What follows belongs to an exercise in optimizing a design on an open flow for a short achievable clock period and few clock cycles; a production flow would make more cautious choices.
The RTL was checked by simulation tests, not by an equivalence proof against the original design.
Power and IR drop assume default switching activity.

## cache
module cache (
  input  logic             clk_i,
  input  logic             reset_i,
  input  logic             v_i,
  input  logic             store_i,
  input  cache_pkg::addr_t addr_i,
  input  cache_pkg::word_t data_i,
  input  cache_pkg::mask_t mask_i,
  output logic             yumi_o,
  output cache_pkg::word_t data_o,
  output logic             v_o,
  input  logic             yumi_i,
  output logic             dma_pkt_v_o,
  output logic             dma_pkt_write_o,
  output cache_pkg::addr_t dma_pkt_addr_o,
  input  logic             dma_pkt_yumi_i,
  input  cache_pkg::word_t dma_data_i,
  input  logic             dma_data_v_i,
  output logic             dma_data_ready_o,
  output cache_pkg::word_t dma_data_o,
  output logic             dma_data_v_o,
  input  logic             dma_data_yumi_i
);
Settings: LEC_CHECK=0, ABC_CLOCK_PERIOD_IN_PS=2500, CAP_MARGIN=20, CORE_MARGIN=2, CORE_UTILIZATION=40, PLACE_DENSITY=0.55, SETUP_SLACK_MARGIN=4.8, SLEW_MARGIN=20; clock period 8.0 ns.
run.sh (not shown) runs the stock make flow with config.mk's settings and CLKGATE_MAP_FILE= SYNTH_SCRIPT=/design/flow/synth_recipe.tcl, a recipe that flattens the netlist after the stock synthesis.
The baseline completed, yet does not pass: max-slew violations.
Testbench counts at the start, summed over its fixed seeds: cycles 18,485.
Change:
--- a/flow/design.v
+++ b/flow/design.v
@@ -131,16 +131,15 @@
   logic        fw_way;
   logic [1:0]  fw_wd;
   logic        fw_slot;
   logic [3:0]  fw_sm;
   logic [31:0] fw_sd;
   logic        fw_resp;
   logic [QW-1:0] fw_ridx;
-  logic [15:0] fw_soh;    
-  logic [7:0]  fw_woh;    
+  logic [127:0] fw_oh;
   logic [31:0] fw_word;
   always_comb begin
     for (int b = 0; b < 4; b++) begin
       fw_word[8*b +: 8] = fw_sm[b] ? fw_sd[8*b +: 8] : fw_d[8*b +: 8];
     end
   end
   wire        c_st  = iq_e0[EW-1];
@@ -368,16 +367,16 @@
   wire pkt_take = pkt_v_r & dma_pkt_yumi_i;
   wire wb_move  = dv_r & dma_data_yumi_i;
   wire wb_last  = wb_move & (cnt_r == 2'd3);
   wire fl_move  = rdy_r & dma_data_v_i;
   wire fin      = fl_move & (cnt_r == 2'd3);
   wire start_s1 = miss_go & (en_idle | (fin & ~nx_v));
   wire start_nx = fin & nx_v;
-  logic [3:0]  en_set;    
-  logic        en_way;
+  wire [3:0]   en_set = sl_set[en_ptr];
+  wire         en_way = sl_way[en_ptr];
   wire [127:0] en_wb  = sl_wb[en_ptr];
   wire [127:0] v_line = vict ? s1_l1 : s1_l0;
   wire       en_n    = start_s1 ? al_ptr : (start_nx ? ~en_ptr : en_ptr);
   wire       wbph_n  = start_s1 ? vdirty
                      : (start_nx ? sl_wbf[~en_ptr] : (wb_last ? 1'b0 : wbph));
   wire       pkt_v_n = start_s1 | start_nx | wb_last | (pkt_v_r & ~pkt_take);
   wire [1:0] cnt_n   = pkt_take ? 2'd0 : ((wb_move || fl_move) ? cnt_r + 2'd1 : cnt_r);
@@ -410,21 +409,14 @@
       end else begin
         if (wb_last) dv_r <= 1'b0;
         if (fin) rdy_r <= 1'b0;
       end
     end
   end
   always_ff @(posedge clk_i) begin
-    if (start_s1) begin
-      en_set <= s1_set;
-      en_way <= vict;
-    end else if (start_nx) begin
-      en_set <= sl_set[~en_ptr];
-      en_way <= sl_way[~en_ptr];
-    end
     en_ptr  <= en_n;
     wbph    <= wbph_n;
     cnt_r   <= cnt_n;
     pkt_w_r <= wbph_n & pkt_v_n;
     if (start_s1) begin
       pkt_a_r <= {vdirty ? vtag : s1_tag, s1_set, 4'b0};
     end else begin
@@ -464,37 +456,34 @@
         sl_pres[i][fw_wd] <= 1'b1;
       end
     end
   end
   always_ff @(posedge clk_i) begin
     if (reset_i) begin
       fw_v  <= 1'b0;
-      fw_soh <= '0;
+      fw_oh <= '0;
     end else begin
       fw_v <= fl_move;
-      for (int i = 0; i < 16; i++) begin
-        fw_soh[i] <= (en_set == i) & fl_move;
+      for (int i = 0; i < 128; i++) begin
+        fw_oh[i] <= ({en_set, en_way, cnt_r} == i) & fl_move;
       end
     end
     fw_d    <= dma_data_i;
-    for (int k = 0; k < 8; k++) begin
-      fw_woh[k] <= ({en_way, cnt_r} == k);
-    end
     fw_set  <= en_set;
     fw_way  <= en_way;
     fw_wd   <= cnt_r;
     fw_slot <= en_ptr;
     fw_sm   <= (sl_st[en_ptr] && sl_wd[en_ptr] == cnt_r) ? sl_sm[en_ptr] : 4'b0;
     fw_sd   <= sl_sd[en_ptr];
     fw_resp <= sl_ld[en_ptr] && sl_wd[en_ptr] == cnt_r;
     fw_ridx <= sl_ridx[en_ptr];
   end
   for (genvar gi = 0; gi < 128; gi++) begin : g_dw
     always_ff @(posedge clk_i) begin
-      if (fw_soh[gi/8] && fw_woh[gi%8]) begin
+      if (fw_oh[gi]) begin
         dmem[gi*32 +: 32] <= fw_word;
       end else if (st_we && s1_ohs[gi/8] && hway == gi[2] && s1_wd == gi%4) begin
         for (int b = 0; b < 4; b++) begin
           if (s1_m[b]) begin
             dmem[gi*32 + 8*b +: 8] <= s1_d[8*b +: 8];
           end
         end
The changed run passed the timing, design-rule and antenna checks.
Clock-buffer cell count goes up by 21.
Core utilization decreases by 0.94 points.
Worst setup slack gets better by 0.16 ns.
Power goes up by 4.7%.
Global-route usage drops by 3.5 points.
Final cell count came out lower by 2.4%.
Flip-flop and latch count rises by 99.
Routed wire length shrinks by 9.1%.
Hold slack gets better by 0.012 ns.
Clock skew came out lower by 0.032 ns.
Non-clock buffer count goes down by 578.
Maximum frequency is higher by 4.5%.
Cell area came out lower by 1.1%.
Synthesized cell count barely changes.
Testbench counts after the change, summed over its fixed seeds: cycles 18,485.

separate check: timing with driven ports:
The results above use ideal ports. As a check the final layouts listed here were re-extracted and re-timed, cells and wires unchanged.
Step 1: set_driving_cell puts a clkbuf_16 on clk_i and a buf_2 on each other input, an assumption about the parent block.
Step 2 also shifts input and output timing later by t, the mid clock arrival at the registers, as if the neighbouring blocks saw the same clock.
Three values: no drivers, after step 1, after step 2; two values: the first two.
run | t (ns) | setup WS [ns] | worst setup path at the end | clock arrival spread, ns | worst register clock-pin slew, ns
the first run | 1.316 | 4.423 / 4.351 / 3.660 | input to register | 0.107 / 0.107 | 0.07 / 0.07
the second run | 1.287 | 4.578 / 4.435 / 3.608 | input to register | 0.084 / 0.084 | 0.07 / 0.07
The setup slack of the second run, which loses most, moves by -0.143 ns with the drivers and by -0.970 ns with both steps.
